Context: an optimization exercise on an open-source flow, tuned for small area, a short achievable clock period and few clock cycles. The choices shown serve that exercise and are no tape-out recipe.
RTL that was checked went through simulation tests only; none was proved equivalent to the original.
Function not checked in run 1: the RTL went through the layout flow alone.
Power is estimated from default activity; no workload was simulated.

$ cat flow/config.mk
export PLATFORM = sky130hd
export DESIGN_NAME = mac_acc_array
export DESIGN_NICKNAME = mac_acc_array
export VERILOG_FILES = /design/flow/design.v
export SDC_FILE = /design/flow/constraint.sdc
export NUM_CORES = 4
export LEC_CHECK = 0
export CAP_MARGIN = 20
export CORE_MARGIN = 2
export CORE_UTILIZATION = 40
export SETUP_SLACK_MARGIN = 2.3
export SLEW_MARGIN = 20
$ cat flow/constraint.sdc
create_clock -name core_clock -period 5.6 [get_ports {clk}]
set_input_delay 1.1200 -clock core_clock [delete_from_list [all_inputs] [get_ports {clk}]]
set_output_delay 1.1200 -clock core_clock [all_outputs]
set_load 0.01 [all_outputs]
$ cat flow/standard.sh
#!/bin/bash
# synth_recipe.tcl (not shown) runs the flow's synth.tcl, then flattens the netlist and writes it again
# the make line also repeats each setting of config.mk as NAME=value (left out here)
make -C /OpenROAD-flow-scripts/flow DESIGN_CONFIG=/design/flow/config.mk WORK_HOME=/design/flow/orfs CLKGATE_MAP_FILE= SYNTH_SCRIPT=/design/flow/synth_recipe.tcl "${@:-finish}"
$ cat flow/flow/fa_polarity.py
#!/usr/bin/env python3
"""Remove inverters around full-adder cells in a mapped netlist.

A full adder is self-dual: FA(~a, ~b, ~c) = (~sum, ~cout). For each fa cell
this rewires it to the complemented inputs and outputs whenever that leaves
fewer inverters, then drops inverters left without loads. The logic function
of every net that is kept is unchanged.

Usage: fa_polarity.py IN.v OUT.v
"""
import re
import sys

INV = "sky130_fd_sc_hd__inv_1"
cell_re = re.compile(r"^  (sky130_fd_sc_hd__\w+) (\S+)\s+\(\n((?:    \.\w+\([^)]*\),?\n)+)  \);\n", re.M)
pin_re = re.compile(r"\.(\w+)\(([^)]*)\)")
OUTPINS = {"X", "Y", "Q", "Q_N", "COUT", "SUM", "HI", "LO"}

src = open(sys.argv[1]).read()
cells = {}
order = []
spans = []
for m in cell_re.finditer(src):
    typ, name, body = m.group(1), m.group(2), m.group(3)
    pins = dict((p, n.strip()) for p, n in pin_re.findall(body))
    cells[name] = [typ, pins]
    order.append(name)
    spans.append((m.start(), m.end()))
first, last = spans[0][0], spans[-1][1]
head, tail = src[:first], src[last:]
assert "sky130_fd_sc_hd__" not in tail and "sky130_fd_sc_hd__" not in head, "unparsed cells"
assert all(spans[i][1] == spans[i + 1][0] for i in range(len(spans) - 1)), "cells not contiguous"

drv = {}
loads = {}
def rebuild():
    drv.clear(); loads.clear()
    for c, (t, pins) in cells.items():
        for p, n in pins.items():
            if p in OUTPINS:
                drv[n] = (c, p)
            else:
                loads.setdefault(n, []).append((c, p))
rebuild()

# nets that are module ports: their loads include the outside world
ports = set()
for m in re.finditer(r"^\s*(input|output)\s+(?:\[[^\]]*\]\s*)?([^;]+);", head, re.M):
    for n in m.group(2).split(","):
        ports.add(n.strip())
def is_port(n):
    return n in ports or n.split("[")[0].strip() in ports

def inv_driver(n):
    d = drv.get(n)
    if d and cells[d[0]][0] == INV:
        return d[0]
    return None

def inv_from(n):
    for (c, p) in loads.get(n, []):
        if cells[c][0] == INV:
            return c
    return None

newid = [0]
newwires = []
def new_net():
    newid[0] += 1
    n = f"_fapol{newid[0]}_"
    newwires.append(n)
    return n
def new_inv(a, y):
    newid[0] += 1
    c = f"_fapolinv{newid[0]}_"
    cells[c] = [INV, {"A": a, "Y": y}]
    order.append(c)
    drv[y] = (c, "Y")
    loads.setdefault(a, []).append((c, "A"))
    return c

def delta(f):
    t, pins = cells[f]
    ins = [pins["A"], pins["B"], pins["CIN"]]
    if len(set(ins)) < 3:
        return None
    d = 0
    for x in ins:
        i = inv_driver(x)
        if i:
            if len(loads.get(x, [])) == 1 and not is_port(x):
                d -= 1
        elif not inv_from(x):
            d += 1
    for p in ("SUM", "COUT"):
        o = pins[p]
        if is_port(o):
            d += 1
            continue
        ls = loads.get(o, [])
        invs = [c for (c, _) in ls if cells[c][0] == INV and not is_port(cells[c][1]["Y"])]
        d -= len(invs)
        if len(ls) > len(invs):
            d += 1
    return d

def flip(f):
    t, pins = cells[f]
    for p in ("A", "B", "CIN"):
        x = pins[p]
        loads[x].remove((f, p))
        i = inv_driver(x)
        if i:
            y = cells[i][1]["A"]
        else:
            j = inv_from(x)
            if j:
                y = cells[j][1]["Y"]
            else:
                y = new_net()
                new_inv(x, y)
        pins[p] = y
        loads.setdefault(y, []).append((f, p))
    for p in ("SUM", "COUT"):
        o = pins[p]
        on = new_net()
        pins[p] = on
        drv[on] = (f, p)
        del drv[o]
        ls = list(loads.get(o, []))
        rest = []
        for (c, cp) in ls:
            if cells[c][0] == INV and not is_port(cells[c][1]["Y"]):
                z = cells[c][1]["Y"]
                for (c2, p2) in loads.get(z, []):
                    cells[c2][1][p2] = on
                    loads.setdefault(on, []).append((c2, p2))
                loads[z] = []
                del drv[z]
                cells[c][1]["A"] = None  # mark dead
            else:
                rest.append((c, cp))
        loads[o] = []
        if rest or is_port(o):
            loads[o] = rest
            new_inv(on, o)

def sweep():
    # drop inverters whose output has no loads (and is no port)
    removed = 0
    changed = True
    while changed:
        changed = False
        for c in list(cells):
            t, pins = cells[c]
            if t != INV:
                continue
            if pins["A"] is None:
                del cells[c]; removed += 1; changed = True
                continue
            y = pins["Y"]
            if not loads.get(y) and not is_port(y):
                a = pins["A"]
                if (c, "A") in loads.get(a, []):
                    loads[a].remove((c, "A"))
                drv.pop(y, None)
                del cells[c]; removed += 1; changed = True
    return removed

import os
MAXF = int(os.environ.get("MAXFLIPS", "1000000"))
nflips = 0
n_inv0 = sum(1 for c in cells.values() if c[0] == INV)
for it in range(20):
    gain = 0
    for f in [c for c in order if c in cells and cells[c][0].startswith("sky130_fd_sc_hd__fa_")]:
        d = delta(f)
        if d is not None and d < 0 and nflips < MAXF:
            nflips += 1
            flip(f)
            sweep()
            gain += 1
    if not gain:
        break
sweep()
n_inv1 = sum(1 for c in cells.values() if c[0] == INV)

out = [head]
for c in order:
    if c not in cells:
        continue
    t, pins = cells[c]
    body = ",\n".join(f"    .{p}({n}{' ' if n.startswith(chr(92)) else ''})" for p, n in pins.items())
    sp = " " if c.startswith(chr(92)) else ""
    out.append(f"  {t} {c}{sp} (\n{body}\n  );\n")
out.append(tail)
text = "".join(out)
if newwires:
    # declare the new nets right after the module header
    k = text.index(";\n", text.index("module ")) + 2
    text = text[:k] + "".join(f"  wire {n};\n" for n in newwires) + text[k:]
open(sys.argv[2], "w").write(text)
print(f"fa_polarity: inverters {n_inv0} -> {n_inv1}")
$ cat flow/design.v
package mac_pkg;
    localparam int MAC_DW = 8;
    localparam int PW = 2 * MAC_DW + 2;
    typedef enum logic {
        IDLE,
        ACC
    } acc_state_e;
    function automatic logic signed [PW-1:0] mul_ext(
        input logic [MAC_DW-1:0] a,
        input logic              a_sgn,
        input logic [MAC_DW-1:0] w,
        input logic              w_sgn
    );
        logic signed [MAC_DW:0] ax;
        logic signed [MAC_DW:0] wx;
        ax = $signed({a_sgn & a[MAC_DW-1], a});
        wx = $signed({w_sgn & w[MAC_DW-1], w});
        mul_ext = ax * wx;
    endfunction
endpackage
module mac_lane (
    input  logic        clk,
    input  logic        take,     
    input  logic        v,        
    input  logic [7:0]  a,
    input  logic [7:0]  w,
    input  logic        a_sgn,
    input  logic        w_sgn,
    input  logic        clr,      
    output logic [23:0] q,
    output logic        ovf
);
    logic [7:0] pp [8];
    logic [6:0] px, py;
    logic       pz, km, kf, ke;
    for (genvar i = 0; i < 8; i++) begin : g_pp
        assign pp[i] = w & {8{a[i]}};
    end
    for (genvar i = 0; i < 7; i++) begin : g_px
        assign px[i] = (a[7] & w[i]) ^ a_sgn;
        assign py[i] = (a[i] & w[7]) ^ w_sgn;
    end
    assign pz = (a[7] & w[7]) ^ a_sgn ^ w_sgn;
    assign km = a_sgn ^ w_sgn;
    assign kf = a_sgn & w_sgn;
    assign ke = a_sgn | w_sgn;
    logic n1, n2, n3, n4, n5, n6, n7, n8, n9, n10, n11, n12, n13, n14, n15, n16, n17, n18, n19, n20, n21, n22, n23, n24, n25, n26, n27, n28, n29, n30, n31, n32, n33, n34, n35, n36, n37, n38, n39, n40, n41, n42, n43, n44, n45, n46, n47, n48, n49, n50, n51, n52, n53, n54, n55, n56, n57, n58, n59, n60, n61, n62, n63, n64, n65, n66, n67, n68, n69, n70, n71, n72, n73, n74, n75, n76, n77, n78, n79, n80, n81, n82, n83, n84;
    assign n1 = pp[0][6] ^ pp[1][5];
    assign n2 = pp[0][6] & pp[1][5];
    assign n3 = pp[1][6] ^ pp[2][5] ^ pp[3][4];
    assign n4 = (pp[1][6] & pp[2][5]) | (pp[1][6] & pp[3][4]) | (pp[2][5] & pp[3][4]);
    assign n5 = pp[4][3] ^ pp[5][2] ^ pp[6][1];
    assign n6 = (pp[4][3] & pp[5][2]) | (pp[4][3] & pp[6][1]) | (pp[5][2] & pp[6][1]);
    assign n7 = pp[2][6] ^ pp[3][5] ^ pp[4][4];
    assign n8 = (pp[2][6] & pp[3][5]) | (pp[2][6] & pp[4][4]) | (pp[3][5] & pp[4][4]);
    assign n9 = pp[5][3] ^ pp[6][2] ^ py[1];
    assign n10 = (pp[5][3] & pp[6][2]) | (pp[5][3] & py[1]) | (pp[6][2] & py[1]);
    assign n11 = pp[3][6] ^ pp[4][5] ^ pp[5][4];
    assign n12 = (pp[3][6] & pp[4][5]) | (pp[3][6] & pp[5][4]) | (pp[4][5] & pp[5][4]);
    assign n13 = pp[0][4] ^ pp[1][3];
    assign n14 = pp[0][4] & pp[1][3];
    assign n15 = pp[0][5] ^ pp[1][4] ^ pp[2][3];
    assign n16 = (pp[0][5] & pp[1][4]) | (pp[0][5] & pp[2][3]) | (pp[1][4] & pp[2][3]);
    assign n17 = pp[3][2] ^ pp[4][1];
    assign n18 = pp[3][2] & pp[4][1];
    assign n19 = pp[2][4] ^ pp[3][3] ^ pp[4][2];
    assign n20 = (pp[2][4] & pp[3][3]) | (pp[2][4] & pp[4][2]) | (pp[3][3] & pp[4][2]);
    assign n21 = pp[5][1] ^ pp[6][0] ^ n1;
    assign n22 = (pp[5][1] & pp[6][0]) | (pp[5][1] & n1) | (pp[6][0] & n1);
    assign n23 = py[0] ^ px[0] ^ km;
    assign n24 = (py[0] & px[0]) | (py[0] & km) | (px[0] & km);
    assign n25 = n2 ^ n3 ^ n5;
    assign n26 = (n2 & n3) | (n2 & n5) | (n3 & n5);
    assign n27 = px[1] ^ kf ^ n4;
    assign n28 = (px[1] & kf) | (px[1] & n4) | (kf & n4);
    assign n29 = n6 ^ n7 ^ n9;
    assign n30 = (n6 & n7) | (n6 & n9) | (n7 & n9);
    assign n31 = pp[6][3] ^ py[2] ^ px[2];
    assign n32 = (pp[6][3] & py[2]) | (pp[6][3] & px[2]) | (py[2] & px[2]);
    assign n33 = n8 ^ n11 ^ n10;
    assign n34 = (n8 & n11) | (n8 & n10) | (n11 & n10);
    assign n35 = pp[4][6] ^ pp[5][5] ^ pp[6][4];
    assign n36 = (pp[4][6] & pp[5][5]) | (pp[4][6] & pp[6][4]) | (pp[5][5] & pp[6][4]);
    assign n37 = py[3] ^ px[3] ^ n12;
    assign n38 = (py[3] & px[3]) | (py[3] & n12) | (px[3] & n12);
    assign n39 = pp[5][6] ^ pp[6][5] ^ py[4];
    assign n40 = (pp[5][6] & pp[6][5]) | (pp[5][6] & py[4]) | (pp[6][5] & py[4]);
    assign n41 = pp[0][3] ^ pp[1][2];
    assign n42 = pp[0][3] & pp[1][2];
    assign n43 = pp[2][2] ^ pp[3][1] ^ pp[4][0];
    assign n44 = (pp[2][2] & pp[3][1]) | (pp[2][2] & pp[4][0]) | (pp[3][1] & pp[4][0]);
    assign n45 = pp[5][0] ^ n14 ^ n17;
    assign n46 = (pp[5][0] & n14) | (pp[5][0] & n17) | (n14 & n17);
    assign n47 = n18 ^ n16 ^ n19;
    assign n48 = (n18 & n16) | (n18 & n19) | (n16 & n19);
    assign n49 = n20 ^ n23 ^ n22;
    assign n50 = (n20 & n23) | (n20 & n22) | (n23 & n22);
    assign n51 = n24 ^ n27 ^ n26;
    assign n52 = (n24 & n27) | (n24 & n26) | (n27 & n26);
    assign n53 = n31 ^ n28 ^ n33;
    assign n54 = (n31 & n28) | (n31 & n33) | (n28 & n33);
    assign n55 = n35 ^ n32 ^ n37;
    assign n56 = (n35 & n32) | (n35 & n37) | (n32 & n37);
    assign n57 = px[4] ^ n36 ^ n39;
    assign n58 = (px[4] & n36) | (px[4] & n39) | (n36 & n39);
    assign n59 = pp[6][6] ^ py[5] ^ px[5];
    assign n60 = (pp[6][6] & py[5]) | (pp[6][6] & px[5]) | (py[5] & px[5]);
    assign n61 = pp[0][2] ^ pp[1][1];
    assign n62 = pp[0][2] & pp[1][1];
    assign n63 = pp[2][1] ^ pp[3][0] ^ n41;
    assign n64 = (pp[2][1] & pp[3][0]) | (pp[2][1] & n41) | (pp[3][0] & n41);
    assign n65 = n42 ^ n13 ^ n43;
    assign n66 = (n42 & n13) | (n42 & n43) | (n13 & n43);
    assign n67 = n44 ^ n15 ^ n45;
    assign n68 = (n44 & n15) | (n44 & n45) | (n15 & n45);
    assign n69 = n46 ^ n21 ^ n47;
    assign n70 = (n46 & n21) | (n46 & n47) | (n21 & n47);
    assign n71 = n48 ^ n25 ^ n49;
    assign n72 = (n48 & n25) | (n48 & n49) | (n25 & n49);
    assign n73 = n50 ^ n29 ^ n51;
    assign n74 = (n50 & n29) | (n50 & n51) | (n29 & n51);
    assign n75 = n30 ^ n52 ^ n53;
    assign n76 = (n30 & n52) | (n30 & n53) | (n52 & n53);
    assign n77 = n34 ^ n55 ^ n54;
    assign n78 = (n34 & n55) | (n34 & n54) | (n55 & n54);
    assign n79 = n38 ^ n57 ^ n56;
    assign n80 = (n38 & n57) | (n38 & n56) | (n57 & n56);
    assign n81 = n40 ^ n59 ^ n58;
    assign n82 = (n40 & n59) | (n40 & n58) | (n59 & n58);
    assign n83 = py[6] ^ px[6] ^ n60;
    assign n84 = (py[6] & px[6]) | (py[6] & n60) | (px[6] & n60);
    logic [31:0] rows_d, rows_q;
    assign rows_d = {ke, ke, ke, n84, pz, n82, n83, n80, n81, n78, n79, n76, n77, n74, n75, n72, n73, n70, n71, n68, n69, n66, n67, n64, n65, n62, n63, n61, pp[2][0], pp[1][0], pp[0][1], pp[0][0]};
    always_ff @(posedge clk) rows_q <= take ? rows_d : '0;
    logic [17:0] r0, r1, x, y;
    logic [15:0] g, p, cy, t;
    assign r0 = {rows_q[31], rows_q[30], rows_q[29], rows_q[27], rows_q[25], rows_q[23], rows_q[21], rows_q[19], rows_q[17], rows_q[15], rows_q[13], rows_q[11], rows_q[9], rows_q[7], rows_q[5], rows_q[3], rows_q[1], rows_q[0]};
    assign r1 = {1'b0, 1'b0, 1'b0, rows_q[28], rows_q[26], rows_q[24], rows_q[22], rows_q[20], rows_q[18], rows_q[16], rows_q[14], rows_q[12], rows_q[10], rows_q[8], rows_q[6], rows_q[4], rows_q[2], 1'b0};
    assign x = {r0[17:16] ^ r1[17:16], r0[15:0] ^ r1[15:0] ^ q[15:0]};
    assign y = {(r0[16:0] & r1[16:0]) | ({1'b0, r0[15:0]} & {1'b0, q[15:0]}) | ({1'b0, r1[15:0]} & {1'b0, q[15:0]}), 1'b0};
    assign g = x[15:0] & y[15:0];
    assign p = x[15:0] ^ y[15:0];
    logic gk0_1, pk0_1;
    assign gk0_1 = g[1] | (p[1] & g[0]);
    assign pk0_1 = p[1] & p[0];
    logic gk0_3, pk0_3;
    assign gk0_3 = g[3] | (p[3] & g[2]);
    assign pk0_3 = p[3] & p[2];
    logic gk0_5, pk0_5;
    assign gk0_5 = g[5] | (p[5] & g[4]);
    assign pk0_5 = p[5] & p[4];
    logic gk0_7, pk0_7;
    assign gk0_7 = g[7] | (p[7] & g[6]);
    assign pk0_7 = p[7] & p[6];
    logic gk0_9, pk0_9;
    assign gk0_9 = g[9] | (p[9] & g[8]);
    assign pk0_9 = p[9] & p[8];
    logic gk0_11, pk0_11;
    assign gk0_11 = g[11] | (p[11] & g[10]);
    assign pk0_11 = p[11] & p[10];
    logic gk0_13, pk0_13;
    assign gk0_13 = g[13] | (p[13] & g[12]);
    assign pk0_13 = p[13] & p[12];
    logic gk0_15, pk0_15;
    assign gk0_15 = g[15] | (p[15] & g[14]);
    assign pk0_15 = p[15] & p[14];
    logic gk1_2, pk1_2;
    assign gk1_2 = g[2] | (p[2] & gk0_1);
    assign pk1_2 = p[2] & pk0_1;
    logic gk1_3, pk1_3;
    assign gk1_3 = gk0_3 | (pk0_3 & gk0_1);
    assign pk1_3 = pk0_3 & pk0_1;
    logic gk1_6, pk1_6;
    assign gk1_6 = g[6] | (p[6] & gk0_5);
    assign pk1_6 = p[6] & pk0_5;
    logic gk1_7, pk1_7;
    assign gk1_7 = gk0_7 | (pk0_7 & gk0_5);
    assign pk1_7 = pk0_7 & pk0_5;
    logic gk1_10, pk1_10;
    assign gk1_10 = g[10] | (p[10] & gk0_9);
    assign pk1_10 = p[10] & pk0_9;
    logic gk1_11, pk1_11;
    assign gk1_11 = gk0_11 | (pk0_11 & gk0_9);
    assign pk1_11 = pk0_11 & pk0_9;
    logic gk1_14, pk1_14;
    assign gk1_14 = g[14] | (p[14] & gk0_13);
    assign pk1_14 = p[14] & pk0_13;
    logic gk1_15, pk1_15;
    assign gk1_15 = gk0_15 | (pk0_15 & gk0_13);
    assign pk1_15 = pk0_15 & pk0_13;
    logic gk2_4, pk2_4;
    assign gk2_4 = g[4] | (p[4] & gk1_3);
    assign pk2_4 = p[4] & pk1_3;
    logic gk2_5, pk2_5;
    assign gk2_5 = gk0_5 | (pk0_5 & gk1_3);
    assign pk2_5 = pk0_5 & pk1_3;
    logic gk2_6, pk2_6;
    assign gk2_6 = gk1_6 | (pk1_6 & gk1_3);
    assign pk2_6 = pk1_6 & pk1_3;
    logic gk2_7, pk2_7;
    assign gk2_7 = gk1_7 | (pk1_7 & gk1_3);
    assign pk2_7 = pk1_7 & pk1_3;
    logic gk2_12, pk2_12;
    assign gk2_12 = g[12] | (p[12] & gk1_11);
    assign pk2_12 = p[12] & pk1_11;
    logic gk2_13, pk2_13;
    assign gk2_13 = gk0_13 | (pk0_13 & gk1_11);
    assign pk2_13 = pk0_13 & pk1_11;
    logic gk2_14, pk2_14;
    assign gk2_14 = gk1_14 | (pk1_14 & gk1_11);
    assign pk2_14 = pk1_14 & pk1_11;
    logic gk2_15, pk2_15;
    assign gk2_15 = gk1_15 | (pk1_15 & gk1_11);
    assign pk2_15 = pk1_15 & pk1_11;
    logic gk3_8, pk3_8;
    assign gk3_8 = g[8] | (p[8] & gk2_7);
    assign pk3_8 = p[8] & pk2_7;
    logic gk3_9, pk3_9;
    assign gk3_9 = gk0_9 | (pk0_9 & gk2_7);
    assign pk3_9 = pk0_9 & pk2_7;
    logic gk3_10, pk3_10;
    assign gk3_10 = gk1_10 | (pk1_10 & gk2_7);
    assign pk3_10 = pk1_10 & pk2_7;
    logic gk3_11, pk3_11;
    assign gk3_11 = gk1_11 | (pk1_11 & gk2_7);
    assign pk3_11 = pk1_11 & pk2_7;
    logic gk3_12, pk3_12;
    assign gk3_12 = gk2_12 | (pk2_12 & gk2_7);
    assign pk3_12 = pk2_12 & pk2_7;
    logic gk3_13, pk3_13;
    assign gk3_13 = gk2_13 | (pk2_13 & gk2_7);
    assign pk3_13 = pk2_13 & pk2_7;
    logic gk3_14, pk3_14;
    assign gk3_14 = gk2_14 | (pk2_14 & gk2_7);
    assign pk3_14 = pk2_14 & pk2_7;
    logic gk3_15, pk3_15;
    assign gk3_15 = gk2_15 | (pk2_15 & gk2_7);
    assign pk3_15 = pk2_15 & pk2_7;
    assign cy[0] = g[0];
    assign cy[1] = gk0_1;
    assign cy[2] = gk1_2;
    assign cy[3] = gk1_3;
    assign cy[4] = gk2_4;
    assign cy[5] = gk2_5;
    assign cy[6] = gk2_6;
    assign cy[7] = gk2_7;
    assign cy[8] = gk3_8;
    assign cy[9] = gk3_9;
    assign cy[10] = gk3_10;
    assign cy[11] = gk3_11;
    assign cy[12] = gk3_12;
    assign cy[13] = gk3_13;
    assign cy[14] = gk3_14;
    assign cy[15] = gk3_15;
    assign t = p ^ {cy[14:0], 1'b0};
    logic [7:0]  hi, hi_up, hi_dn, hi_nx;
    logic [1:0]  u0;
    logic        is_max, is_min, dn0, dn1, up0, up1, sel_dn, sel_up, pos, neg;
    assign hi     = q[23:16];
    assign is_max = hi == 8'h7f;
    assign is_min = hi == 8'h80;
    assign hi_up  = is_max ? 8'h7f : hi + 8'd1;
    assign hi_dn  = is_min ? 8'h80 : hi - 8'd1;
    assign u0     = x[17:16] + y[17:16];
    assign dn0    = u0 == 2'b11;
    assign dn1    = u0 == 2'b10;
    assign up0    = u0 == 2'b01;
    assign up1    = u0 == 2'b00;
    assign sel_dn = cy[15] ? dn1 : dn0;
    assign sel_up = cy[15] ? up1 : up0;
    assign hi_nx  = sel_dn ? hi_dn : sel_up ? hi_up : hi;
    assign pos    = sel_up && is_max;
    assign neg    = sel_dn && is_min;
    always_ff @(posedge clk) begin
        if (clr) begin
            q   <= '0;
            ovf <= 1'b0;
        end else begin
            q   <= {hi_nx, (t & ~{16{neg}}) | {16{pos}}};
            ovf <= ovf | pos | neg;
        end
    end
endmodule
module mac_acc_array #(
    parameter int DW    = mac_pkg::MAC_DW,
    parameter int LANES = 8,
    parameter int ACCW  = 2 * DW + 8
) (
    input  logic                  clk,
    input  logic                  rst_n,
    input  logic                  in_valid,
    output logic                  in_ready,
    input  logic [LANES*DW-1:0]   A,
    input  logic [LANES*DW-1:0]   W,
    input  logic                  Asigned,
    input  logic                  Wsigned,
    input  logic                  acc_clr,
    input  logic                  acc_last,
    output logic                  out_valid,
    input  logic                  out_ready,
    output logic [LANES*ACCW-1:0] Q,
    output logic [LANES-1:0]      ovf
);
    logic take;
    logic v1;
    logic last1;
    logic in_burst;
    logic clr;
    logic blk;
    assign in_ready = !blk && (!out_valid || out_ready);
    assign take     = in_valid && !(v1 && last1) && (!out_valid || out_ready);
    assign clr = take && (acc_clr || !(v1 || in_burst));
    always_ff @(posedge clk or negedge rst_n) begin
        if (!rst_n) begin
            v1        <= 1'b0;
            blk       <= 1'b0;
            in_burst  <= 1'b0;
            out_valid <= 1'b0;
        end else begin
            v1        <= take;
            blk       <= take && acc_last;
            out_valid <= (v1 && last1) || (out_valid && !out_ready);
            if (v1) begin
                in_burst <= !last1;
            end
        end
    end
    always_ff @(posedge clk) begin
        last1 <= acc_last;
    end
    for (genvar i = 0; i < LANES; i++) begin : g_lane
        mac_lane u_lane (
            .clk  (clk),
            .take (take),
            .v    (v1),
            .clr  (clr),
            .a    (A[i*DW +: DW]),
            .w    (W[i*DW +: DW]),
            .a_sgn(Asigned),
            .w_sgn(Wsigned),
            .q    (Q[i*ACCW +: ACCW]),
            .ovf  (ovf[i])
        );
    end
endmodule
$ cat flow/flow/run.sh
#!/bin/bash
# Own layout flow: the standard flow with two changes.
#  1. After the standard synthesis, full-adder cells are rewired to their
#     complemented inputs/outputs where that removes inverters
#     (fa_polarity.py; same logic function, same registers).
#  2. Ports are buffered with a small buffer instead of the default delay cell.
# Each tool's output goes to a log file of its own in the work folder.
set -euo pipefail
W=$(pwd)
R=$W/orfs/results/$FLOW_PLATFORM/mac_acc_array/base
bash standard.sh "$R/1_2_yosys.v" > "$W/flow_synth.log" 2>&1
cp "$R/1_2_yosys.v" "$W/1_2_yosys.standard.v"
python3 "$W/flow/fa_polarity.py" "$W/1_2_yosys.standard.v" "$R/1_2_yosys.v" > "$W/flow_fa_polarity.log" 2>&1
touch "$R/1_2_yosys.v" "$R/1_2_yosys.sdc"
BUFFER_PORTS_ARGS="-buffer_cell ${PORT_BUFFER:-sky130_fd_sc_hd__buf_1}" \
  bash standard.sh finish > "$W/flow_layout.log" 2>&1
==> impl_metrics.py, run 1 <==
metrics = {
    "pwr": {
        "power_mw": 20.8,
        "max-vdd-ir-drop_mv": 0.308,
        "p_leak_nw": 17.7,
        "power.density_mw_per_mm2": 492,
    },
    "detailed_routing": {
        "viasPerCell": 5.22,
        "wl_met2_um": 45700,
        "met1_length_um": 45800,
        "wl_um": 99800,
        "vias": 26700,
        "top_layer": "met5",
        "antenna_left": 0,
        "drc": 0,
        "dr.first_iter.drc_count": 1665,
        "first_pass_iters": 7,
        "post_drt_wl_per_cell_um": 19.5,
        "met3_wirelength_um": 5980,
    },
    "cts": {
        "cts_buffers": 54,
        "cts_tree": "yes",
        "clk_path_buf_depth": 3,
        "cts.sinks": 438,
        "clk_pin_slew_ns": 0.06,
        "clk_latency_ns": 0.64,
        "hold_buffers": 0,
        "cts_max_level": 2,
        "cts_root_buffer": "clkbuf_16",
    },
    "floorplanning": {
        "die_h_um": 296,
        "start_util_pct": 40.5,
        "row_count": 106,
        "fp.dieW_um": 296,
        "die_area_mm2": 0.0873,
        "core_area_mm2": 0.0840,
        "io-pin-count": 338,
    },
    "global_routing": {
        "antenna_found_initial": 16,
        "overflow": 0,
        "grt_pass1_wl_um": 152000,
        "grt_max_degree": 111,
        "grt_pass1_vias": 26300,
        "grt_usage_pct": 22.2,
    },
    "job": {
        "maxCapViolations": 0,
    },
    "critical_path": {
        "reg2reg_slack_ns": 2.08,
        "worstPathRequired_ns": 6.17,
        "worstPathArrival_ns": 4.09,
        "critPathLaunchType": "flip-flop",
        "crit_type": "flip-flop to flip-flop",
        "cp-end-kind": "flip-flop",
        "crit_fanout": 7,
    },
    "cells_and_area": {
        "area_growth_pct": 24.3,
        "fillCellCount": 7639,
        "postLayoutCoreUtil_pct": 50.3,
        "nets": 4707,
        "layout-drive-gt1-share_pct": 19.0,
        "stdcell_count": 5111,
    },
    "timing": {
        "max_freq_mhz": 284,
        "maxSlewViolCount": 0,
        "setup_tns_ns": 0,
        "setup_viol": 0,
        "timing_hold_violations_final": 0,
        "relSlewSlack_pct": 34.3,
        "fin_crit_ns": 3.52,
        "min_period_over_period_pct": 62.9,
        "fin_worst_skew_ns": 0.0441,
        "holdWs_ns": 0.333,
        "worstMarginPinSlew_ns": 0.986,
        "grt_setup_unrepaired": "true",
    },
    "logic_synthesis": {
        "synth.cell_area_mm2": 0.0340,
        "ys_warn_count": 3,
        "synth_nets": 4281,
        "synth_area_per_cell_um2": 9.70,
        "netlist_instances": 3503,
    },
    "hold_path": {
        "hp-class": "input pin to async pin",
    },
    "placement": {
        "gp_congestion": 0.869,
        "dp_cells": 4848,
        "dpl.hpwl_um": 72200,
        "io_buffer_count": 337,
    },
    "run_status": {
        "status": "finished clean",
    },
}
## sequential cells by signal, indices dropped and copies added, names as in the netlist
register              cells
out_valid                 1
g_lane.u_lane.ovf         8
in_burst                  1
v1                        1
blk                       1
g_lane.u_lane.rows_q    233
last1                     1
g_lane.u_lane.q         192
## stage by stage
stage               setup WS [ns]  area (µm²)
floorplan                    2.09       34500
global placement             1.28       36700
detailed placement           1.27       36700
CTS                          2.11       40300
global route                 1.92       42300
finish                       2.08       42300
## per-layer routing
| metal | track usage [%] | vias to the layer above |
|---|---|---|
| met1 | 31.4 | 13200 |
| met5 | 0 | - |
| met2 | 34.9 | 704 |
| li1 | - | 12600 |
| met4 | 5.08 | 22 |
| met3 | 4.46 | 137 |
## worst max-delay path, cell delays in order, from the launching register on
cell	delay, ns
dfxtp_2	0.33
fa_2	0.60
ha_4	0.22
a211oi_4	0.27
o21ai_4	0.10
a31o_4	0.27
a41oi_4	0.15
inv_2	0.07
a21oi_4	0.24
ha_4	0.28
buf_12	0.13
o41ai_4	0.06
or4_1	0.42
a21oi_2	0.17
a2111oi_2	0.06
nor2_1	0.11
## final cells by class
| cell class | count | area, µm² | area share, % |
|---|---|---|---|
| inverter | 199 | 805 | 1.90 |
| clock buffer | 70 | 1530 | 3.63 |
| clock inverter | 31 | 335 | 0.793 |
| antenna | 3 | 7.51 | 0.0178 |
| multi-input combinational | 2717 | 26300 | 62.3 |
| timing repair buffer | 519 | 2990 | 7.08 |
| sequential | 438 | 8840 | 20.9 |
| tap | 1134 | 1420 | 3.36 |
## layout by cell type, fill, tap and decap left out, types with 11 or more instances in the layout
master and count:
buf_12 12, dfxtp_1 398, nand2_1 326, clkinv_2 13
and3_1 69, a21oi_1 146, nand2_4 24, a221oi_2 11
o21ai_0 59, a21oi_4 19, xor2_1 18, fa_2 64
nor2_1 118, clkbuf_16 55, nor2b_1 18, buf_6 34
nor3_1 26, nand2b_1 21, buf_4 133, clkbuf_8 11
a221oi_1 15, o211ai_1 35, mux2i_1 23, or4_1 14
buf_1 325, dfxtp_2 35, a21oi_2 62, xnor2_1 154
ha_1 141, inv_1 180, a31oi_1 21, o21ai_1 28
ha_4 65, nand3_1 38, and2_1 482, clkinvlp_4 12
nand4_1 30, a21o_1 28, fa_1 368
## power breakdown
group,internal (mW),switching (mW),leakage (nW)
combinational,5.68,6.25,13.1
clock,2.13,1.51,0.906
sequential,4.12,1.09,3.65
total,11.9,8.85,17.7
## repair_timing
item / in CTS / in global routing
gates resized for setup: 202 / 306
setup endpoints to repair: 225 / 161
pin swaps: 111 / 202
buffers inserted: 93 / 64
cloned: 2 / 0
## final timing paths
kind                                                  startpoint                             endpoint  depth (start not counted)
max in group asynchronous                                  rst_n                  out_valid$_DFF_PN0_                          1
max reg2reg                g_lane[4].u_lane.rows_q[3]$_SDFF_PN0_  g_lane[4].u_lane.q[19]$_SDFFE_PP0P_                         15
max                        g_lane[4].u_lane.rows_q[3]$_SDFF_PN0_  g_lane[4].u_lane.q[19]$_SDFFE_PP0P_                         15
min reg2reg                                        last1$_DFF_P_                 in_burst$_DFFE_PN0P_                          1
min in group core_clock                            last1$_DFF_P_                 in_burst$_DFFE_PN0P_                          1
min                                                        rst_n                        blk$_DFF_PN0_                          1
==> inputs of run 2 (changes only) <==
--- a/flow/design.v
+++ b/flow/design.v
@@ -268,7 +268,7 @@
     assign up1    = u0 == 2'b00;
     assign sel_dn = cy[15] ? dn1 : dn0;
     assign sel_up = cy[15] ? up1 : up0;
-    assign hi_nx  = sel_dn ? hi_dn : sel_up ? hi_up : hi;
+    assign hi_nx  = ({8{sel_dn}} & hi_dn) | ({8{sel_up}} & hi_up) | ({8{!(sel_dn || sel_up)}} & hi);
     assign pos    = sel_up && is_max;
     assign neg    = sel_dn && is_min;
     always_ff @(posedge clk) begin
--- a/flow/config.mk
+++ b/flow/config.mk
@@ -8,5 +8,5 @@
 export CAP_MARGIN = 20
 export CORE_MARGIN = 2
 export CORE_UTILIZATION = 40
-export SETUP_SLACK_MARGIN = 2.3
+export SETUP_SLACK_MARGIN = 2.6
 export SLEW_MARGIN = 20
==> run 2 against run 1 <==
- non-clock buffer count shrank 13
- sequential share of layout area up 0.13 points
- worst hold slack improved by 0.010 ns
- clock-buffer cell count grew 5
- clock skew down 0.019 ns
- final area is 0.71% lower
- register-to-register slack better by 0.33 ns
- largest power group unchanged
- synthesized area decreased by 2.1%
- sequential power is essentially flat
==> impl_metrics.py, run 2 <==
metrics = {
    "run_status": {
        "status": "finished clean",
    },
    "floorplanning": {
        "io-pin-count": 338,
        "die_area_mm2": 0.0855,
        "start_util_pct": 40.5,
        "core_area_mm2": 0.0822,
        "fp.dieW_um": 292,
        "die_h_um": 292,
        "row_count": 105,
    },
    "global_routing": {
        "grt_pass1_vias": 25600,
        "grt_max_degree": 97,
        "grt_usage_pct": 21.2,
        "grt_pass1_wl_um": 144000,
        "antenna_found_initial": 6,
        "overflow": 0,
    },
    "cells_and_area": {
        "largest_reg_flops": 233,
        "fillCellCount": 7477,
        "top_regs": "g_lane.u_lane.rows_q x233, g_lane.u_lane.q x192, g_lane.u_lane.ovf x8",
        "final_cell_mix": "435 x and2_1, 407 x dfxtp_1, 346 x fa_1",
        "top_register": "g_lane.u_lane.rows_q",
        "stdcell_count": 4969,
        "area_growth_pct": 26.1,
        "nets": 4630,
        "layout-drive-gt1-share_pct": 23.6,
        "final_common_cell": "and2_1",
    },
    "logic_synthesis": {
        "netlist_instances": 3432,
        "synth_nets": 4210,
        "synth_area_per_cell_um2": 9.70,
        "synth.cell_area_mm2": 0.0333,
        "ys_warn_count": 3,
    },
    "critical_path": {
        "path_cells": "fa_1 > ha_1 > a21o_1 > a21oi_2 > a21oi_2 > o41ai_4 > o21ai_2 > a21oi_2 > ha_4 > inv_4 > buf_6 > nor2_4 > buf_4 > nor3_2 > nand2_1 > o211ai_1",
        "worstPathRequired_ns": 6.07,
        "crit_type": "flip-flop to flip-flop",
        "crit_fanout": 6,
        "crit_path_max_incr_delay_ns": 0.56,
        "worstPathArrival_ns": 3.67,
        "cpMostUsedCell": "a21oi_2",
        "cp-end-kind": "flip-flop",
        "crit_slowest_cell": "fa_1",
        "critPathLaunchType": "flip-flop",
    },
    "timing": {
        "timing_hold_violations_final": 0,
        "worstMarginPinSlew_ns": 0.956,
        "setup_viol": 0,
        "maxSlewViolCount": 0,
        "setup_tns_ns": 0,
        "grt_setup_unrepaired": "true",
        "min_period_over_period_pct": 57.0,
        "fin_worst_skew_ns": 0.0246,
        "max_freq_mhz": 313,
        "fin_crit_ns": 3.19,
        "relSlewSlack_pct": 35.8,
    },
    "cts": {
        "clk_pin_slew_ns": 0.06,
        "cts_buffers": 54,
        "cts_tree": "yes",
        "cts.sinks": 438,
        "clk_path_buf_depth": 3,
        "cts_max_level": 2,
        "cts_root_buffer": "clkbuf_16",
        "hold_buffers": 0,
        "clk_latency_ns": 0.60,
    },
    "pwr": {
        "p_leak_nw": 18.4,
        "power.density_mw_per_mm2": 475,
        "max-vdd-ir-drop_mv": 0.236,
    },
    "hold_path": {
        "hp-class": "input pin to async pin",
    },
    "detailed_routing": {
        "viasPerCell": 5.12,
        "wl_um": 92800,
        "vias": 25500,
        "dr.first_iter.drc_count": 1363,
        "first_pass_iters": 5,
        "antenna_left": 0,
        "drc": 0,
        "post_drt_wl_per_cell_um": 18.7,
    },
    "placement": {
        "dpl.hpwl_um": 67300,
        "dp_cells": 4713,
        "io_buffer_count": 337,
        "gp_congestion": 0.835,
    },
    "job": {
        "maxCapViolations": 0,
    },
}
run 2: stage by stage:
stage | area (µm²) | setup slack, ns | util (%) | power, mW | hold WS, ns
2_1_floorplan | 34000 | 2.08 | - | 11.7 | 0.410
3_3_place_gp | 36000 | 1.29 | 43.8 | 14.0 | 0.440
3_5_place_dp | 36000 | 1.28 | 43.8 | 14.1 | 0.443
4_1_cts | 39700 | 2.42 | 48.3 | 18.6 | 0.305
5_1_grt | 42000 | 2.26 | 51.0 | 21.6 | 0.330
6_report | 42000 | 2.41 | 51.0 | 19.9 | 0.343
run 2: critical path, delay by kind of cell, from the launching register on:
family                     cells  cell delay [ns]
AOI/OAI and AO/OA              7             1.15
DFF                            1             0.32
and+or+nand+nor                3             0.31
buffers and inverters          3             0.31
adders and majority gates      3             0.99
run 2: per-layer routing:
layer  share of wire (%)  up-vias  wire length [µm]  global-route usage, %
li1                    -    12200                 -                      -
met3                 4.5      137              4200                   2.60
met2                  47      564             43600                   34.4
met1                  46    12600             42300                   29.6
met5               0.014        -                13                      0
met4                 2.9        2              2720                   6.52
run 2: final timing paths:
path / from / end / slack, ns / cells past startpoint
worst max-delay path: g_lane[6].u_lane.rows_q[7]$_SDFF_PN0_ / g_lane[6].u_lane.q[15]$_SDFF_PP0_ / 2.41 / 16
worst min-delay path: rst_n / out_valid$_DFF_PN0_ / 0.34 / 1
worst max register to register: g_lane[6].u_lane.rows_q[7]$_SDFF_PN0_ / g_lane[6].u_lane.q[15]$_SDFF_PP0_ / 2.41 / 16
worst min register to register: last1$_DFF_P_ / in_burst$_DFFE_PN0P_ / 0.44 / 1
max in group asynchronous: rst_n / blk$_DFF_PN0_ / 5.06 / 1
min in group core_clock: last1$_DFF_P_ / in_burst$_DFFE_PN0P_ / 0.44 / 1
run 2: timing repair:
action	4_1_cts	5_1_grt
hold endpoints to repair	0	0
buffers inserted	87	58
gates resized for setup	304	459
gates cloned	3	5
endpoints found under the setup margin	290	235
pin swaps	130	238
run 2: area by class of cell:
class	instances	area [µm²]	share of cell area [%]
clock inverter	24	304	0.725
inverter	178	716	1.71
tap	1070	1340	3.19
antenna	4	10.0	0.0239
timing repair buffer	506	3410	8.13
multi-input combinational	2673	25800	61.4
timing repair inverter	1	8.76	0.0209
clock buffer	75	1590	3.79
sequential	438	8830	21.0
run 2: report_power, final:
group | leakage, nW | internal, mW | switching [mW]
clock | 0.925 | 2.26 | 1.44
sequential | 3.65 | 4.10 | 1.11
combinational | 13.8 | 5.27 | 5.76
total | 18.4 | 11.6 | 8.30
Testbench counts of run 2, summed over its fixed seeds: cycles 32,255.
==> inputs of run 3 (changes only) <==
--- a/flow/config.mk
+++ b/flow/config.mk
@@ -8,5 +8,5 @@
 export CAP_MARGIN = 20
 export CORE_MARGIN = 2
 export CORE_UTILIZATION = 40
-export SETUP_SLACK_MARGIN = 2.6
+export SETUP_SLACK_MARGIN = 2.1
 export SLEW_MARGIN = 20
==> run 3 against run 2 <==
- largest cell class unchanged
- maximum frequency is 7.0% lower
- clock skew shrank 0.0052 ns
- first-iteration DRC count down 9.6%
- largest power group unchanged
- clock power about the same
- wire length shrank 4.8%
- combinational power down 19%
- via count fell by 3.9%
- still clean on timing, DRC and antenna
- sequential share of layout area up 2.1 points
- final cell count fell by 2.5%
- sequential power fell by 1%
==> impl_metrics.py, run 3 <==
metrics = {
    "detailed_routing": {
        "drc": 0,
        "viasPerCell": 5.04,
        "vias": 24500,
        "antenna_left": 0,
        "first_pass_iters": 5,
        "post_drt_wl_per_cell_um": 18.2,
        "dr.first_iter.drc_count": 1232,
        "wl_um": 88400,
    },
    "cts": {
        "clk_pin_slew_ns": 0.06,
        "clk_path_buf_depth": 3,
        "hold_buffers": 0,
        "cts_tree": "yes",
        "cts_buffers": 55,
        "clk_latency_ns": 0.60,
        "cts.sinks": 438,
        "cts_root_buffer": "clkbuf_16",
        "cts_max_level": 2,
    },
    "placement": {
        "gp_congestion": 0.846,
        "io_buffer_count": 337,
        "dpl.hpwl_um": 66600,
        "dp_cells": 4713,
    },
    "critical_path": {
        "crit_slowest_cell": "fa_1",
        "reg2reg_slack_ns": 2.25,
        "worstPathArrival_ns": 3.92,
        "critPathTopFamily": "adder cells",
        "crit_fanout": 16,
        "crit_path_max_incr_delay_ns": 0.47,
        "cp-end-kind": "flip-flop",
        "path_cells": "clkbuf_4 > inv_6 > ha_4 > inv_4 > fa_1 > inv_1 > fa_1 > fa_1 > and2_1",
        "worst-path-buf-inv": 4,
        "startpoint": "Asigned",
        "crit_type": "input pin to flip-flop",
        "critPathLaunchType": "input pin",
        "cp_num_cells": 9,
        "endpoint": "g_lane[5].u_lane.rows_q[13]$_SDFF_PN0_",
        "r2r-start": "g_lane[4].u_lane.q[7]$_SDFF_PP0_",
        "worstPathRequired_ns": 6.08,
        "cpMostUsedCell": "fa_1",
        "r2r-end": "g_lane[4].u_lane.q[23]$_SDFF_PP0_",
        "reg2reg_depth": 12,
    },
    "logic_synthesis": {
        "ys_warn_count": 3,
        "synth_nets": 4210,
        "synth.cell_area_mm2": 0.0333,
        "synth_area_per_cell_um2": 9.70,
        "netlist_instances": 3432,
    },
    "global_routing": {
        "overflow": 0,
        "antenna_found_initial": 4,
        "grt_max_degree": 93,
        "grt_pass1_vias": 24600,
        "grt_pass1_wl_um": 140000,
        "grt_usage_pct": 20.6,
    },
    "run_status": {
        "status": "finished clean",
    },
    "floorplanning": {
        "core_area_mm2": 0.0822,
        "start_util_pct": 40.5,
        "die_h_um": 292,
        "fp.dieW_um": 292,
        "die_area_mm2": 0.0855,
        "row_count": 105,
        "io-pin-count": 338,
    },
    "pwr": {
        "max-vdd-ir-drop_mv": 0.179,
        "p_leak_nw": 16.8,
        "power.density_mw_per_mm2": 466,
    },
    "cells_and_area": {
        "top_regs": "g_lane.u_lane.rows_q x233, g_lane.u_lane.q x192, g_lane.u_lane.ovf x8",
        "fillCellCount": 7935,
        "top_register": "g_lane.u_lane.rows_q",
        "final_cell_mix": "474 x and2_1, 431 x dfxtp_1, 427 x fa_1",
        "multi_input_area_mm2": 0.0236,
        "layout-drive-gt1-share_pct": 6.57,
        "nets": 4511,
        "final_common_cell": "and2_1",
        "stdcell_count": 4847,
        "largest_reg_flops": 233,
        "seqCellArea_mm2": 0.00879,
        "area_growth_pct": 14.3,
    },
    "timing": {
        "relSlewSlack_pct": 38.7,
        "min_period_over_period_pct": 61.3,
        "grt_setup_unrepaired": "true",
        "setup_viol": 0,
        "maxSlewViolCount": 0,
        "setup_tns_ns": 0,
        "worstMarginPinSlew_ns": 0.913,
        "max_freq_mhz": 291,
        "fin_crit_ns": 3.44,
        "fin_worst_skew_ns": 0.0194,
        "timing_hold_violations_final": 0,
    },
    "hold_path": {
        "hp-class": "input pin to async pin",
    },
    "job": {
        "maxCapViolations": 0,
    },
}
## run 3: where the power goes
group / internal [mW] / switching (mW)
Sequential: 4.08 / 1.06
Clock: 2.23 / 1.46
Combinational: 3.97 / 4.94
Total: 10.3 / 7.46
## run 3: how the worst min path moves through the flow
stage,to,depth (start not counted),slack [ns]
finish,blk$_DFF_PN0_,1,0.35
CTS,blk$_DFF_PN0_,1,0.30
global placement,in_burst$_DFFE_PN0P_,1,0.44
detailed placement,in_burst$_DFFE_PN0P_,1,0.45
floorplan,in_burst$_DFFE_PN0P_,1,0.41
global route,v1$_DFF_PN0_,1,0.31
## run 3: routing by layer
| layer | track usage [%] | wire [µm] |
|---|---|---|
| met5 | 0 | 33 |
| met3 | 3.57 | 4680 |
| met4 | 5.69 | 2310 |
| met2 | 32.5 | 40600 |
| met1 | 28.9 | 40800 |
## run 3: final cells by class
type	count	share of cell area [%]
antenna	3	0.0197
inverter	178	1.82
clock buffer	69	3.97
timing repair buffer	389	4.43
clock inverter	29	0.928
multi-input combinational	2671	62.2
sequential	438	23.1
tap	1070	3.52
## run 3: what timing repair did
action,in CTS,in global routing
pin swaps,3,15
gates resized for setup,26,47
buffers inserted,10,23
setup endpoints to repair,173,152
## run 3: per-stage QoR
stage	hold WS [ns]	cell area (µm²)	worst slack, ns	power [mW]	utilization (%)
after global placement	0.438	35600	1.38	13.7	43.3
final	0.350	38000	2.16	17.7	46.2
after detailed placement	0.448	35600	1.34	13.8	43.3
after global routing	0.313	38000	2.08	19.4	46.2
after CTS	0.303	37700	2.09	17.7	45.8
after floorplan	0.410	33500	2.03	11.5	-
==> inputs of run 4 (changes only) <==
--- a/flow/config.mk
+++ b/flow/config.mk
@@ -8,5 +8,7 @@
 export CAP_MARGIN = 20
 export CORE_MARGIN = 2
 export CORE_UTILIZATION = 40
-export SETUP_SLACK_MARGIN = 2.1
+export CTS_CLUSTER_DIAMETER = 80
+export CTS_CLUSTER_SIZE = 25
+export SETUP_SLACK_MARGIN = 2.3
 export SLEW_MARGIN = 20
==> run 4 against run 3 <==
- combinational power is 4.0% higher
- final cell count is 0.31% lower
- final area is 0.18% higher
- via count hardly changed
==> impl_metrics.py, run 4 <==
metrics = {
    "timing": {
        "fin_worst_skew_ns": 0.0205,
        "maxSlewViolCount": 0,
        "max_freq_mhz": 304,
        "fin_crit_ns": 3.29,
        "setup_tns_ns": 0,
        "relSlewSlack_pct": 33.4,
        "worstMarginPinSlew_ns": 0.996,
        "grt_setup_unrepaired": "true",
        "setup_viol": 0,
        "min_period_over_period_pct": 58.8,
        "timing_hold_violations_final": 0,
    },
    "pwr": {
        "max-vdd-ir-drop_mv": 0.201,
        "p_leak_nw": 16.7,
        "power.density_mw_per_mm2": 450,
    },
    "critical_path": {
        "startpoint": "g_lane[2].u_lane.rows_q[17]$_SDFF_PN0_",
        "critPathLaunchType": "flip-flop",
        "cp-end-kind": "flip-flop",
        "r2r-start": "g_lane[2].u_lane.rows_q[17]$_SDFF_PN0_",
        "worstPathArrival_ns": 3.75,
        "critPathTopFamily": "adder cells",
        "crit_slowest_cell": "fa_1",
        "path_cells": "fa_1 > ha_4 > a21oi_2 > o21ai_2 > or3_1 > a31oi_1 > o21bai_1 > a21oi_1 > ha_2 > nand4_1 > and3_1 > mux2i_1 > nand2_1",
        "crit_fanout": 5,
        "crit_type": "flip-flop to flip-flop",
        "crit_path_max_incr_delay_ns": 0.59,
        "worstPathRequired_ns": 6.06,
        "worst-path-buf-inv": 0,
    },
    "floorplanning": {
        "io-pin-count": 338,
        "start_util_pct": 40.5,
        "die_area_mm2": 0.0855,
        "row_count": 105,
        "core_area_mm2": 0.0822,
        "die_h_um": 292,
        "fp.dieW_um": 292,
    },
    "global_routing": {
        "grt_usage_pct": 20.4,
        "antenna_found_initial": 6,
        "grt_pass1_vias": 24600,
        "grt_busiest_layer": "met2",
        "use_met2_pct": 33.1,
        "overflow": 0,
        "grt_pass1_wl_um": 139000,
        "use_met3_pct": 2.94,
        "use_met1_pct": 28.6,
        "grt_max_degree": 83,
    },
    "cells_and_area": {
        "layout-drive-gt1-share_pct": 9.44,
        "area_growth_pct": 14.5,
        "largest_reg_flops": 233,
        "nets": 4512,
        "top_register": "g_lane.u_lane.rows_q",
        "final_cell_mix": "471 x and2_1, 419 x dfxtp_1, 377 x fa_1",
        "final_common_cell": "and2_1",
        "postLayoutCellArea_mm2": 0.0381,
        "top_regs": "g_lane.u_lane.rows_q x233, g_lane.u_lane.q x192, g_lane.u_lane.ovf x8",
    },
    "detailed_routing": {
        "vias": 24500,
        "first_pass_iters": 5,
        "viasPerCell": 5.06,
        "dr.first_iter.drc_count": 1114,
        "wl_um": 87700,
        "antenna_left": 0,
        "drc": 0,
        "post_drt_wl_per_cell_um": 18.2,
    },
    "logic_synthesis": {
        "netlist_instances": 3432,
        "synth.cell_area_mm2": 0.0333,
        "synth_area_per_cell_um2": 9.70,
        "ys_warn_count": 3,
        "synth_nets": 4210,
    },
    "job": {
        "maxCapViolations": 0,
    },
    "cts": {
        "clk_latency_ns": 0.58,
        "cts_buffers": 34,
        "clk_path_buf_depth": 3,
        "cts_max_level": 2,
        "cts_root_buffer": "clkbuf_16",
        "clk_pin_slew_ns": 0.09,
        "cts_tree": "yes",
        "cts.sinks": 438,
    },
    "placement": {
        "dpl.hpwl_um": 65900,
        "io_buffer_count": 337,
        "gp_congestion": 0.827,
        "placed_cell_area_mm2": 0.0357,
    },
    "run_status": {
        "status": "finished clean",
    },
    "hold_path": {
        "hp-class": "input pin to async pin",
    },
}
## run 4: where the power goes
part	total (mW)	switching [mW]	leakage, nW	internal (mW)
combinational	9.27	5.06	12.4	4.21
clock	2.74	1.37	0.589	1.37
sequential	5.13	1.05	3.64	4.08
## run 4: routing by layer
metal	share of wire, %	wire length [µm]	up-vias
li1	-	-	11900
met1	47	41300	12000
met2	46	40600	418
met3	4.1	3620	98
met4	2.5	2200	4
met5	0.031	27	-
## run 4: path summary, 6_finish.rpt
| path | slack (ns) | to | cells after the start |
|---|---|---|---|
| min | 0.36 | out_valid$_DFF_PN0_ | 1 |
| min in group core_clock | 0.45 | in_burst$_DFFE_PN0P_ | 1 |
| max in group asynchronous | 5.04 | v1$_DFF_PN0_ | 1 |
| max | 2.31 | g_lane[2].u_lane.q[14]$_SDFF_PP0_ | 13 |
| min reg2reg | 0.45 | in_burst$_DFFE_PN0P_ | 1 |
| max reg2reg | 2.31 | g_lane[2].u_lane.q[14]$_SDFF_PP0_ | 13 |
## run 4: layout make-up
type	instances	area, µm²
Fill cell	7933	44100
Multi-Input combinational cell	2672	24100
Sequential cell	438	8810
Timing Repair Buffer	410	1930
Tap cell	1070	1340
Clock buffer	38	930
Inverter	178	709
Clock inverter	23	303
Antenna cell	3	7.51
## run 4: through the flow
step	hold slack, ns	total power, mW	worst slack [ns]	cells	util (%)
finish	0.364	17.1	2.31	4832	46.3
global placement	0.443	13.7	1.52	4711	43.4
floorplan	0.410	11.5	2.08	3432	-
CTS	0.329	16.9	2.29	4801	45.6
detailed placement	0.456	13.8	1.48	4711	43.4
global route	0.361	18.8	2.18	4832	46.3
## run 4: worst reg2reg max path: stages, from the launching register on
cell	delay, ns
dfxtp_2	0.34
fa_1	0.59
ha_4	0.23
a21oi_2	0.17
o21ai_2	0.08
or3_1	0.37
a31oi_1	0.18
o21bai_1	0.12
a21oi_1	0.19
ha_2	0.27
nand4_1	0.21
and3_1	0.24
mux2i_1	0.13
nand2_1	0.07
## run 4: timing repair
item / 4_1_cts / 5_1_grt
setup endpoints to repair: 235 / 157
resized for setup: 64 / 97
hold buffers: 0 / 0
buffers inserted: 28 / 28
pin swaps: 18 / 62
gates cloned: 1 / 0
==> inputs of run 5 (changes only) <==
--- a/flow/config.mk
+++ b/flow/config.mk
@@ -8,7 +8,6 @@
 export CAP_MARGIN = 20
 export CORE_MARGIN = 2
 export CORE_UTILIZATION = 40
-export CTS_CLUSTER_DIAMETER = 80
-export CTS_CLUSTER_SIZE = 25
 export SETUP_SLACK_MARGIN = 2.3
 export SLEW_MARGIN = 20
+export TNS_END_PERCENT = 50
==> run 5 against run 4 <==
- still clean
- first-iteration DRC count grew 3.6%
- final cell count grew 0.46%
- synthesized area is the same
- core utilization grew 0.65 points
- critical path depth shrank 4
- worst hold slack lost 0.0024 ns
- sequential power is essentially flat
- critical endpoint is now g_lane[1].u_lane.rows_q[17]$_SDFF_PN0_
- highest routed layer unchanged
==> impl_metrics.py, run 5 <==
metrics = {
    "timing": {
        "min_period_over_period_pct": 59.1,
        "relSlewSlack_pct": 33.0,
        "setup_tns_ns": 0,
        "max_freq_mhz": 302,
        "maxSlewViolCount": 0,
        "fin_worst_skew_ns": 0.0114,
        "worstMarginPinSlew_ns": 1.00,
        "grt_setup_unrepaired": "true",
        "timing_hold_violations_final": 0,
        "fin_crit_ns": 3.31,
        "setup_viol": 0,
    },
    "logic_synthesis": {
        "netlist_instances": 3432,
        "synth_area_per_cell_um2": 9.70,
        "synth.cell_area_mm2": 0.0333,
        "ys_warn_count": 3,
        "synth_nets": 4210,
    },
    "cts": {
        "clk_pin_slew_ns": 0.06,
        "clk_latency_ns": 0.59,
        "cts_max_level": 2,
        "cts_buffers": 52,
        "cts_root_buffer": "clkbuf_16",
        "cts_tree": "yes",
        "cts.sinks": 438,
        "clk_path_buf_depth": 3,
    },
    "floorplanning": {
        "io-pin-count": 338,
        "die_area_mm2": 0.0855,
        "start_util_pct": 40.5,
        "die_h_um": 292,
        "row_count": 105,
        "core_area_mm2": 0.0822,
        "fp.dieW_um": 292,
    },
    "critical_path": {
        "worstPathRequired_ns": 6.08,
        "crit_fanout": 8,
        "startpoint": "W[15]",
        "worstPathArrival_ns": 3.79,
        "reg2reg_depth": 14,
        "cp-end-kind": "flip-flop",
        "crit_type": "input pin to flip-flop",
        "endpoint": "g_lane[1].u_lane.rows_q[17]$_SDFF_PN0_",
        "r2r-start": "g_lane[6].u_lane.rows_q[3]$_SDFF_PN0_",
        "r2r-end": "g_lane[6].u_lane.q[18]$_SDFF_PP0_",
        "critPathLaunchType": "input pin",
        "reg2reg_slack_ns": 2.40,
    },
    "cells_and_area": {
        "area_growth_pct": 16.1,
        "layout-drive-gt1-share_pct": 8.62,
        "top_regs": "g_lane.u_lane.rows_q x233, g_lane.u_lane.q x192, g_lane.u_lane.ovf x8",
        "postLayoutCellArea_mm2": 0.0386,
        "largest_reg_flops": 233,
        "top_register": "g_lane.u_lane.rows_q",
        "nets": 4519,
        "final_cell_mix": "473 x and2_1, 430 x dfxtp_1, 398 x fa_1",
        "final_common_cell": "and2_1",
    },
    "global_routing": {
        "grt_pass1_vias": 24600,
        "grt_usage_pct": 20.3,
        "overflow": 0,
        "grt_max_degree": 115,
        "antenna_found_initial": 2,
        "grt_pass1_wl_um": 139000,
    },
    "detailed_routing": {
        "viasPerCell": 5.10,
        "dr.first_iter.drc_count": 1154,
        "drc": 0,
        "vias": 24700,
        "wl_um": 87500,
        "first_pass_iters": 5,
        "antenna_left": 0,
        "post_drt_wl_per_cell_um": 18.0,
    },
    "run_status": {
        "status": "finished clean",
    },
    "placement": {
        "dpl.hpwl_um": 65300,
        "placed_cell_area_mm2": 0.0356,
        "io_buffer_count": 337,
        "gp_congestion": 0.840,
    },
    "hold_path": {
        "hp-class": "input pin to async pin",
    },
    "pwr": {
        "max-vdd-ir-drop_mv": 0.217,
        "seqPwrFrac_pct": 28.3,
        "p_int_mw": 10.6,
        "power_frac_comb_pct": 50.8,
        "power.density_mw_per_mm2": 469,
        "p_clk_share_pct": 20.9,
        "p_leak_nw": 17.0,
        "power.net_switching_mw": 7.50,
        "p_sw_share_pct": 41.4,
    },
    "job": {
        "maxCapViolations": 0,
    },
}
[run 5: how the worst min path moves through the flow]
stage / start / end / slack [ns] / cells after the start
detailed placement: last1$_DFF_P_ / in_burst$_DFFE_PN0P_ / 0.44 / 1
finish: rst_n / blk$_DFF_PN0_ / 0.36 / 1
global route: rst_n / blk$_DFF_PN0_ / 0.34 / 1
floorplan: last1$_DFF_P_ / in_burst$_DFFE_PN0P_ / 0.41 / 1
global placement: last1$_DFF_P_ / in_burst$_DFFE_PN0P_ / 0.44 / 1
CTS: rst_n / out_valid$_DFF_PN0_ / 0.33 / 1
[run 5: final cells by class]
class | instances | area [µm²]
inverter | 178 | 712
sequential | 438 | 8790
antenna | 1 | 2.50
clock inverter | 28 | 463
multi-input combinational | 2672 | 24000
timing repair buffer | 399 | 1840
tap | 1070 | 1340
clock buffer | 68 | 1450
fill | 7882 | 43600
[run 5: per-layer routing]
metal	wire length [µm]	part of all wire [%]	GRT usage [%]
met1	41300	47	29.1
met2	40500	46	32.5
met3	3550	4.1	2.59
met4	2150	2.5	5.34
met5	7	0.0080	0
[run 5: worst max-delay path: stages]
cell     delay (ns)
buf_1          0.36
nand2_1        0.23
xnor2_4        0.19
fa_2           0.34
inv_2          0.06
fa_1           0.42
fa_1           0.51
fa_1           0.41
and2_1         0.14
[run 5: power by group through the flow]
stage	clock, mW	combinational [mW]	sequential (mW)
after floorplan	0	6.46	5.03
after global placement	0	8.47	5.19
after detailed placement	0	8.62	5.19
after CTS	3.89	8.87	5.13
after global routing	4.01	10.5	5.27
final	3.79	9.20	5.12
[run 5: timing repair]
item,CTS,global route
pin swaps,8,45
endpoints found under the hold margin,0,0
buffers inserted,27,23
hold buffers,0,0
gates resized for setup,53,79
setup endpoints to repair,265,181
cloned,1,0
[run 5: per-stage QoR]
stage	util, %	hold slack [ns]	setup WS, ns	power, mW	std cells
6_report	47.0	0.361	2.29	18.1	4854
4_1_cts	46.2	0.326	2.04	17.9	4830
2_1_floorplan	-	0.410	2.08	11.5	3432
3_5_place_dp	43.3	0.439	1.11	13.8	4706
5_1_grt	47.0	0.343	2.22	19.8	4854
3_3_place_gp	43.3	0.441	1.14	13.7	4706
==> inputs of run 6 (changes only) <==
--- a/flow/config.mk
+++ b/flow/config.mk
@@ -5,9 +5,8 @@
 export SDC_FILE = /design/flow/constraint.sdc
 export NUM_CORES = 4
 export LEC_CHECK = 0
-export CAP_MARGIN = 20
+export CAP_MARGIN = 10
 export CORE_MARGIN = 2
 export CORE_UTILIZATION = 40
 export SETUP_SLACK_MARGIN = 2.3
-export SLEW_MARGIN = 20
-export TNS_END_PERCENT = 50
+export SLEW_MARGIN = 10
==> run 6 against run 5 <==
- combinational power grew 0.8%
- clock power shrank 9.2%
- sequential share of layout area grew 0.056 points
- synthesized area is the same
- first-iteration DRC count grew 3.6%
- clock-buffer cell count grew 11
- final cell count grew 0.29%
- highest routed layer unchanged
==> impl_metrics.py, run 6 <==
metrics = {
    "logic_synthesis": {
        "synth.cell_area_mm2": 0.0333,
        "netlist_instances": 3432,
        "synth_nets": 4210,
        "synth_area_per_cell_um2": 9.70,
        "ys_warn_count": 3,
    },
    "cells_and_area": {
        "postLayoutCellArea_mm2": 0.0386,
        "largest_reg_flops": 233,
        "area_growth_pct": 15.9,
        "top_register": "g_lane.u_lane.rows_q",
        "final_cell_mix": "471 x and2_1, 423 x dfxtp_1, 378 x fa_1",
        "nets": 4531,
        "final_common_cell": "and2_1",
        "layout-drive-gt1-share_pct": 9.70,
        "top_regs": "g_lane.u_lane.rows_q x233, g_lane.u_lane.q x192, g_lane.u_lane.ovf x8",
    },
    "global_routing": {
        "overflow": 0,
        "grt_usage_pct": 20.6,
        "grt_pass1_wl_um": 141000,
        "grt_pass1_vias": 24800,
        "grt_max_degree": 83,
        "antenna_found_initial": 6,
    },
    "critical_path": {
        "crit_path_max_incr_delay_ns": 0.58,
        "worstPathArrival_ns": 3.72,
        "worstPathRequired_ns": 6.07,
        "critPathTopFamily": "adder cells",
        "critPathLaunchType": "flip-flop",
        "worst-path-buf-inv": 0,
        "cp-end-kind": "flip-flop",
        "path_cells": "fa_1 > ha_4 > a21oi_2 > o21ai_2 > or3_1 > a31oi_1 > o21bai_1 > a21oi_1 > ha_2 > nand4_1 > and3_1 > mux2i_1 > nand2_1",
        "crit_fanout": 5,
        "crit_type": "flip-flop to flip-flop",
        "crit_slowest_cell": "fa_1",
    },
    "cts": {
        "clk_latency_ns": 0.58,
        "cts_buffers": 52,
        "cts_max_level": 2,
        "clk_path_buf_depth": 3,
        "clk_pin_slew_ns": 0.06,
        "cts_root_buffer": "clkbuf_16",
        "hold_buffers": 0,
        "cts_tree": "yes",
        "cts.sinks": 438,
    },
    "placement": {
        "placed_cell_area_mm2": 0.0357,
        "io_buffer_count": 337,
        "dpl.hpwl_um": 65900,
        "dp_slack_ns": 1.48,
        "gp_congestion": 0.827,
    },
    "pwr": {
        "seqPwrFrac_pct": 28.8,
        "p_int_mw": 10.3,
        "p_clk_share_pct": 19.3,
        "power_mw": 17.8,
        "p_leak_nw": 16.9,
        "p_sw_share_pct": 42.0,
        "power_frac_comb_pct": 51.9,
        "power.net_switching_mw": 7.49,
        "power.density_mw_per_mm2": 462,
        "max-vdd-ir-drop_mv": 0.191,
    },
    "timing": {
        "fin_worst_skew_ns": 0.0123,
        "maxSlewViolCount": 0,
        "max_freq_mhz": 308,
        "holdWs_ns": 0.366,
        "min_period_over_period_pct": 58.0,
        "relSlewSlack_pct": 31.6,
        "grt_setup_unrepaired": "true",
        "setup_viol": 0,
        "fin_crit_ns": 3.25,
        "fin_ws_ns": 2.35,
        "timing_hold_violations_final": 0,
        "setup_tns_ns": 0,
        "worstMarginPinSlew_ns": 1.02,
    },
    "floorplanning": {
        "row_count": 105,
        "fp.dieW_um": 292,
        "core_area_mm2": 0.0822,
        "start_util_pct": 40.5,
        "io-pin-count": 338,
        "die_h_um": 292,
        "die_area_mm2": 0.0855,
    },
    "detailed_routing": {
        "dr.first_iter.drc_count": 1196,
        "vias": 24700,
        "wl_um": 88300,
        "first_pass_iters": 5,
        "drc": 0,
        "post_drt_wl_per_cell_um": 18.1,
        "viasPerCell": 5.07,
        "antenna_left": 0,
    },
    "run_status": {
        "status": "finished clean",
    },
    "hold_path": {
        "hp-class": "input pin to async pin",
    },
    "job": {
        "maxCapViolations": 0,
    },
}
==> run 6: final timing paths <==
path	from	to	slack [ns]	cells past startpoint
max in group asynchronous	rst_n	in_burst$_DFFE_PN0P_	5.04	1
hold reg to reg	last1$_DFF_P_	in_burst$_DFFE_PN0P_	0.45	1
setup / recovery	g_lane[2].u_lane.rows_q[17]$_SDFF_PN0_	g_lane[2].u_lane.q[13]$_SDFF_PP0_	2.35	13
hold / removal	rst_n	v1$_DFF_PN0_	0.37	1
min in group core_clock	last1$_DFF_P_	in_burst$_DFFE_PN0P_	0.45	1
setup reg to reg	g_lane[2].u_lane.rows_q[17]$_SDFF_PN0_	g_lane[2].u_lane.q[13]$_SDFF_PP0_	2.35	13
==> run 6: what timing repair did <==
action / 4_1_cts / 5_1_grt
gates cloned: 1 / 0
buffers inserted: 30 / 27
setup endpoints to repair: 233 / 150
pin swaps: 15 / 65
endpoints found under the hold margin: 0 / 0
resized for setup: 65 / 89
==> run 6: per-stage QoR <==
stage | cells | utilization [%]
3_5_place_dp | 4711 | 43.4
5_1_grt | 4867 | 46.9
6_report | 4868 | 46.9
4_1_cts | 4837 | 46.2
3_3_place_gp | 4711 | 43.4
2_1_floorplan | 3432 | -
==> run 6: layout make-up <==
| class | instances | area (µm²) |
|---|---|---|
| clock inverters | 16 | 170 |
| inverters | 178 | 709 |
| flip-flops and latches | 438 | 8800 |
| well taps | 1070 | 1340 |
| diodes | 4 | 10.0 |
| multi-input cells | 2672 | 24100 |
| clock buffers | 79 | 1560 |
| repair buffers | 411 | 1910 |
| fillers | 7875 | 43700 |
==> run 6: layer usage <==
metal  vias up  share of wire, %  wire, µm  track usage, %
li1      12000                 -         -               -
met1     12100                47     41200            28.8
met2       479                46     40700            33.3
met3       107               4.6      4020            2.99
met4         4               2.5      2240            5.65
met5         -             0.031        27               0
==> run 6: power groups by stage <==
stage | clock (mW) | sequential, mW | combinational [mW]
2_1_floorplan | 0 | 5.03 | 6.48
3_3_place_gp | 0 | 5.20 | 8.49
3_5_place_dp | 0 | 5.19 | 8.64
4_1_cts | 3.55 | 5.14 | 8.91
5_1_grt | 3.68 | 5.29 | 10.6
6_report | 3.44 | 5.13 | 9.27

[afterwards: timing with drivers on the ports]
The results above use ideal ports. As a check the final layouts listed here were re-extracted and re-timed, cells and wires unchanged.
Step 1 assumes that a clkbuf_16 drives the clock port and a buf_2 every other input.
Step 2 times the ports against the registers' clock, not the clock port: input delays grow and output delays shrink by t, the midpoint of the rising clock arrivals with the driver on.
Three values: no drivers, after step 1, after step 2; two values: the first two.
run	shift t [ns]	slack for setup (ns)	hold WS [ns]	worst register clock-pin slew, ns
run 1	0.679	2.077 / 2.077 / 1.635	0.333 / 0.295 / 0.443	0.07 / 0.07
run 2	0.649	2.406 / 2.406 / 1.885	0.343 / 0.307 / 0.435	0.07 / 0.07
run 3	0.649	2.165 / 2.197 / 1.548	0.350 / 0.313 / 0.451	0.06 / 0.06
run 4	0.625	2.310 / 2.310 / 1.708	0.364 / 0.329 / 0.454	0.10 / 0.10
run 5	0.642	2.292 / 2.297 / 1.655	0.361 / 0.326 / 0.448	0.06 / 0.06
run 6	0.637	2.352 / 2.352 / 1.716	0.366 / 0.332 / 0.452	0.06 / 0.06
After both steps every run listed still meets setup and hold. The setup slack of run 5, which loses most, moves by +0.005 ns with the drivers and by -0.637 ns with both steps.
